Background: an optimization exercise with open tools, aiming at small area. Do not read the settings as production practice. RTL that was checked went through simulation tests only; none was proved equivalent to the original. The clock port is modelled as an ideal driver; clocking choices that lean on that would not hold on a real chip. Power and IR drop assume default switching activity.

Design pixel_compositor, start of the top module:
module pixel_compositor (
    input  logic        Clk,
    input  logic        Reset,
    input  logic        frame_start,
    input  logic        de,
    input  logic [9:0]  DrawX,
    input  logic [9:0]  DrawY,
    input  logic [9:0]  X,
    input  logic [9:0]  Y,
    input  logic [9:0]  size,
    input  logic [7:0]  x_vec,
    input  logic [7:0]  y_vec,
    input  logic        map_en,
    input  logic        wall_on,
    input  logic [11:0] wall_color,
    input  logic [11:0] memdata,
    output logic [3:0]  Red,
    output logic [3:0]  Green,
    output logic [3:0]  Blue,
    output logic        out_valid,
    output logic        dots_ready
);
Size: about 1200 cells after synthesis, about 120 flip-flops, roughly 13000 um2 of cells after synthesis.
export LEC_CHECK = 0
export CAP_MARGIN = 20
export CORE_MARGIN = 2
export CORE_UTILIZATION = 40
export SLEW_MARGIN = 20
export SYNTH_HIERARCHICAL = 1
create_clock -name core_clock -period 12.0 [get_ports {Clk}]
standard.sh (not shown) runs the stock make flow with config.mk's settings and CLKGATE_MAP_FILE= SYNTH_SCRIPT=/design/flow/synth_recipe.tcl, a recipe that flattens the netlist after the stock synthesis.
==> flow/flow/run.sh <==
#!/bin/bash
set -e
export BUFFER_PORTS_ARGS="-buffer_cell sky130_fd_sc_hd__buf_1"
export CTS_ARGS="-sink_clustering_enable -repair_clock_nets -buf_list {sky130_fd_sc_hd__clkbuf_4 sky130_fd_sc_hd__clkbuf_8} -dont_use_dummy_load"
bash standard.sh > standard_flow.log 2>&1
The baseline ran to the end with no violations.
Change:
==> flow/flow/run.sh (replaced) <==
#!/bin/bash
set -e
export BUFFER_PORTS_ARGS="-buffer_cell sky130_fd_sc_hd__buf_1"
export CTS_ARGS="-sink_clustering_enable -repair_clock_nets -buf_list sky130_fd_sc_hd__clkbuf_8 -dont_use_dummy_load"
bash standard.sh > standard_flow.log 2>&1
Settings changed: CTS_BUF_LIST from default to sky130_fd_sc_hd__clkbuf_8.
Worst setup slack does not change.
Synthesized cell count does not change.
Die area does not change.
Power does not change.
No run of this note included a check of the RTL's function; only the layout flow was run.

* * *

Another version of the RTL of pixel_compositor (not shown whole).
For scale: roughly 120 flip-flops.
==> flow/config.mk <==
export PLATFORM = sky130hd
export DESIGN_NAME = pixel_compositor
export DESIGN_NICKNAME = pixel_compositor
export VERILOG_FILES = /design/flow/design.v
export SDC_FILE = /design/flow/constraint.sdc
export NUM_CORES = 4
export LEC_CHECK = 0
export CAP_MARGIN = 20
export CORE_MARGIN = 2
export CORE_UTILIZATION = 70
export SLEW_MARGIN = 20
export SYNTH_HIERARCHICAL = 1
==> flow/constraint.sdc <==
create_clock -name core_clock -period 12.0 [get_ports {Clk}]
set_input_delay 2.4000 -clock core_clock [delete_from_list [all_inputs] [get_ports {Clk}]]
set_output_delay 2.4000 -clock core_clock [all_outputs]
set_load 0.01 [all_outputs]
==> flow/flow/run.sh <==
#!/bin/bash
set -e
export BUFFER_PORTS_ARGS="-buffer_cell sky130_fd_sc_hd__buf_1"
bash standard.sh > standard_flow.log 2>&1
The first run finished with timing, DRC and antenna clean.
Rerun with:
- CORE_UTILIZATION: 70 -> 40
- CTS_BUF_LIST: default -> sky130_fd_sc_hd__clkbuf_8
- CTS_CLUSTER_DIAMETER: default -> 200
- CTS_CLUSTER_SIZE: default -> 30
Outcome: The new run completed with no timing, DRC or antenna violations. Design area stays flat. Area after synthesis is unchanged. Global-route usage came out lower by 13 points.
Rerun with:
- CTS_BUF_LIST: sky130_fd_sc_hd__clkbuf_8 -> default
- CTS_CLUSTER_DIAMETER: 200 -> default
- CTS_CLUSTER_SIZE: 30 -> default
Effect: Critical path depth is unchanged; wire length goes up slightly; via count stays flat; utilization increases by 0.55 points; global-route usage grows by 0.13 points; sequential share of layout area came out lower by 0.26 points; cell area rises slightly; synthesized cell count does not change; worst setup slack gets better by 0.0073 ns; die area stays the same; synthesized area stays the same.

* * *

== the baseline ==
RTL: one of the versions met above, not the one the previous note started from.
Size: about 1200 cells after synthesis, about 120 flip-flops, about 0.013 sq mm of cells after synthesis.
export LEC_CHECK = 0
export CAP_MARGIN = 20
export CORE_MARGIN = 2
export CORE_UTILIZATION = 40
export CTS_BUF_LIST = sky130_fd_sc_hd__clkbuf_8
export SLEW_MARGIN = 20
export SYNTH_HIERARCHICAL = 1
create_clock -name core_clock -period 12.0 [get_ports {Clk}]
==> flow/flow/run.sh <==
#!/bin/bash
set -e
export BUFFER_PORTS_ARGS="-buffer_cell sky130_fd_sc_hd__buf_1"
export CTS_ARGS="-sink_clustering_enable -repair_clock_nets -buf_list sky130_fd_sc_hd__clkbuf_8 -dont_use_dummy_load -sink_clustering_size 40 -sink_clustering_max_diameter 300 -sink_clustering_levels 2"
bash standard.sh > standard_flow.log 2>&1
The flow did not stop early for the baseline: all stages ran, and the layout cleared the timing, DRC and antenna checks.
Inputs modified between the baseline and the candidate:
==> flow/flow/run.sh <==
#!/bin/bash
set -e
export BUFFER_PORTS_ARGS="-buffer_cell sky130_fd_sc_hd__buf_1"
export CTS_ARGS="-repair_clock_nets -buf_list sky130_fd_sc_hd__clkbuf_8 -dont_use_dummy_load"
bash standard.sh > standard_flow.log 2>&1
The candidate ended with every stage complete and zero timing, DRC or antenna violations. Changes observed in the candidate relative to the baseline: reg-to-reg setup timing slack was more or less identical; worst-case clock buffer depth about even; floorplan die area did not really move. The baseline -> the candidate: post-detailed-route DRC marker count flat. Largest net degree at the start of global routing came out exactly the same in the candidate and the baseline.
No run of this note included a check of the RTL's function; only the layout flow was run.

* * *

the previous run:
pixel_compositor, a different RTL version from the one above (not shown whole).
Size: about 1200 cells after synthesis, roughly 120 flip-flops, roughly 13000 um2 of cells after synthesis.
clock: 12.0 ns
lec_check: 0
cap_margin: 20
core_margin: 2
core_utilization: 40
cts_buf_list: sky130_fd_sc_hd__clkbuf_8
slew_margin: 20
synth_hierarchical: 1
==> flow/flow/run.sh <==
#!/bin/bash
set -e
export BUFFER_PORTS_ARGS="-buffer_cell sky130_fd_sc_hd__buf_1"
export CTS_ARGS="-sink_clustering_enable -repair_clock_nets -buf_list sky130_fd_sc_hd__clkbuf_8 -dont_use_dummy_load"
export PRE_CTS_TCL="$(pwd)/flow/pre_cts.tcl"
bash standard.sh > standard_flow.log 2>&1
==> flow/flow/pre_cts.tcl <==
set_max_fanout 30 [current_design]
#### Input delta (the current run over the previous run)
==> flow/flow/pre_cts.tcl <==
set_max_fanout 16 [current_design]
--- outcome ---
From the previous run to the current run the numbers moved as follows: net switching component of the power comparable; design area up 59 um2; area growth from synthesis to layout +0.45 points; total power draw stayed essentially flat. Status: peak per-stage delay on the critical path parity (the previous run, the current run). The current run -> the previous run: final clock period utilization by the worst path flat. Lower via count normalized by instance count among the previous run and the current run: the previous run.

* * *

run 1:
pixel_compositor, a different RTL version from the one above (not shown whole).
Size in the first run: roughly 14000 um2 of cells after synthesis.
export LEC_CHECK = 0
export CAP_MARGIN = 0
export CORE_MARGIN = 2
export CORE_UTILIZATION = 40
export CTS_BUF_LIST = sky130_fd_sc_hd__clkbuf_8
export SLEW_MARGIN = 0
export SYNTH_HIERARCHICAL = 1
create_clock -name core_clock -period 12.0 [get_ports {Clk}]
==> flow/flow/run.sh <==
#!/bin/bash
set -e
export BUFFER_PORTS_ARGS="-buffer_cell sky130_fd_sc_hd__buf_1"
export CTS_ARGS="-sink_clustering_enable -repair_clock_nets -buf_list sky130_fd_sc_hd__clkbuf_8 -dont_use_dummy_load"
bash standard.sh > standard_flow.log 2>&1
The inputs of run 2 differ from those of run 1 as listed below.
# run 1
export LEC_CHECK = 0
export CAP_MARGIN = 0
export CORE_MARGIN = 2
export CORE_UTILIZATION = 40
export CTS_BUF_LIST = sky130_fd_sc_hd__clkbuf_8
export SLEW_MARGIN = 0
export SYNTH_HIERARCHICAL = 1
create_clock -name core_clock -period 12.0 [get_ports {Clk}]
# run 2
export LEC_CHECK = 0
export CAP_MARGIN = 20
export CORE_MARGIN = 2
export CORE_UTILIZATION = 40
export CTS_BUF_LIST = sky130_fd_sc_hd__clkbuf_8
export GPL_TIMING_DRIVEN = 0
export SLEW_MARGIN = 20
export SYNTH_HIERARCHICAL = 1
create_clock -name core_clock -period 12.0 [get_ports {Clk}]
[summary]
- All of run 1 and run 2 finish clean.
- Against run 1, run 2 comes in 0.43 points lower on met3 routing resource usage after global routing.
- Instance count after placement with tap cells included (run 2 over run 1): increase, about 3.6%
- NOTE power per standard cell area run 1->run 2 decreased slightly
- Run 1 -> run 2: routed wirelength normalized by instance count decreased by a few percent
- The setup clock skew after layout was comparable across run 1 and run 2.
The following lists how run 3 was set up differently from run 2:
# run 2
export LEC_CHECK = 0
export CAP_MARGIN = 20
export CORE_MARGIN = 2
export CORE_UTILIZATION = 40
export CTS_BUF_LIST = sky130_fd_sc_hd__clkbuf_8
export GPL_TIMING_DRIVEN = 0
export SLEW_MARGIN = 20
export SYNTH_HIERARCHICAL = 1
create_clock -name core_clock -period 12.0 [get_ports {Clk}]
# run 3
export LEC_CHECK = 0
export CAP_MARGIN = 20
export CORE_MARGIN = 2
export CORE_UTILIZATION = 40
export CTS_BUF_LIST = sky130_fd_sc_hd__clkbuf_8
export SLEW_MARGIN = 20
export SYNTH_HIERARCHICAL = 1
create_clock -name core_clock -period 12.0 [get_ports {Clk}]
--- outcome ---
- Run 3 -> run 2: sequential cell count delta 0, exact match
- Of run 3 and run 2, run 3 shows the higher sequential-cell power consumption, with run 2 below it.
- The largest driver fanout on the critical path number comes out higher for run 3 vs run 2.
- Of the two values seen for end point of the critical path, rgb1[2]$_SDFF_PP0_ was produced by run 2 and rgb1[7]$_SDFF_PP0_ by run 3.
- Run 3 against run 2: part of the power in the clock network flat, area of the placeable core flat, post-DP HPWL shows a reduction of about 4%.
- Initial detailed-routing violation count ends up lower on run 2.
- Via count, run 3 and run 2, lower one = run 3.
- Relative to run 2, worst hold slack has decreased by 12 ps in run 3.
#### Input delta (run 4 over run 3)
==> flow/flow/run.sh <==
#!/bin/bash
set -e
export BUFFER_PORTS_ARGS="-buffer_cell sky130_fd_sc_hd__buf_1"
bash standard.sh > standard_flow.log 2>&1
### Flow results
From run 3 to run 4 the numbers moved as follows: met3 layer wire length in the routed design lost 190 um, y dimension of the die neither gained nor lost much, total power after layout picked up an extra 3.3%, routability congestion estimate neither gained nor lost much.
Comparing run 3 and run 4, the higher fraction of standard cell area in multi-input logic is on run 3.
Run 4 vs. run 3: final clock period utilization by the worst path lost 0.26 points, fraction of power spent switching nets stayed essentially flat, wire length after detailed routing held, count of non-filler cells in the finished layout went up 0.84%.
Run 4 and run 3 ended up with roughly the same first-pass GRT wire length.

## afterwards: timing with drivers on the ports
In the flow no input, the clock included, has a driving cell. The finished layouts below were timed again as built, in two steps.
Step 1 assumes that a clkbuf_16 drives the clock port and a buf_2 every other input.
Step 2 adds t to the input delays and takes it off the output delays; t is the mean of the earliest and latest rising clock arrival at the registers after step 1. Input paths then give back, and output paths get back, about the clock's delay inside the block.
Three values: ideal ports, drivers, drivers and shift; two values: the first two.
| run | shift t [ns] | setup WS [ns] | clock arrival spread, ns | worst register clock-pin slew, ns | worst data-port slew with drivers (ns) |
|---|---|---|---|---|---|
| the first run of note 1 | 0.512 | 0.953 / 0.971 / 0.458 | 0.033 / 0.033 | 0.08 / 0.08 | 0.05 |
| the second run of note 1 | 0.512 | 0.953 / 0.971 / 0.458 | 0.033 / 0.033 | 0.08 / 0.08 | 0.05 |
| the first run of note 2 | 0.471 | 0.906 / 0.922 / 0.451 | 0.016 / 0.015 | 0.07 / 0.07 | 0.05 |
| the second run of note 2 | 0.510 | 1.007 / 1.024 / 0.514 | 0.023 / 0.023 | 0.09 / 0.09 | 0.07 |
| the third run of note 2 | 0.483 | 1.014 / 1.035 / 0.551 | 0.012 / 0.011 | 0.07 / 0.07 | 0.07 |
| the baseline | 0.512 | 0.953 / 0.971 / 0.458 | 0.033 / 0.033 | 0.08 / 0.08 | 0.05 |
| the candidate | 0.512 | 0.953 / 0.971 / 0.458 | 0.033 / 0.033 | 0.08 / 0.08 | 0.05 |
| the previous run | 0.471 | 1.088 / 1.104 / 0.633 | 0.035 / 0.035 | 0.09 / 0.09 | 0.10 |
| the current run | 0.470 | 1.078 / 1.095 / 0.625 | 0.035 / 0.035 | 0.09 / 0.09 | 0.10 |
| run 1 | 0.486 | 0.986 / 1.001 / 0.514 | 0.035 / 0.035 | 0.09 / 0.09 | 0.06 |
| run 2 | 0.491 | 0.410 / 0.431 / -0.061 | 0.032 / 0.031 | 0.08 / 0.08 | 0.06 |
| run 3 | 0.484 | 0.983 / 0.998 / 0.514 | 0.031 / 0.031 | 0.09 / 0.09 | 0.06 |
| run 4 | 0.504 | 1.015 / 1.029 / 0.526 | 0.023 / 0.023 | 0.10 / 0.10 | 0.06 |
With both steps, setup timing fails in run 2, where it was met with ideal ports.
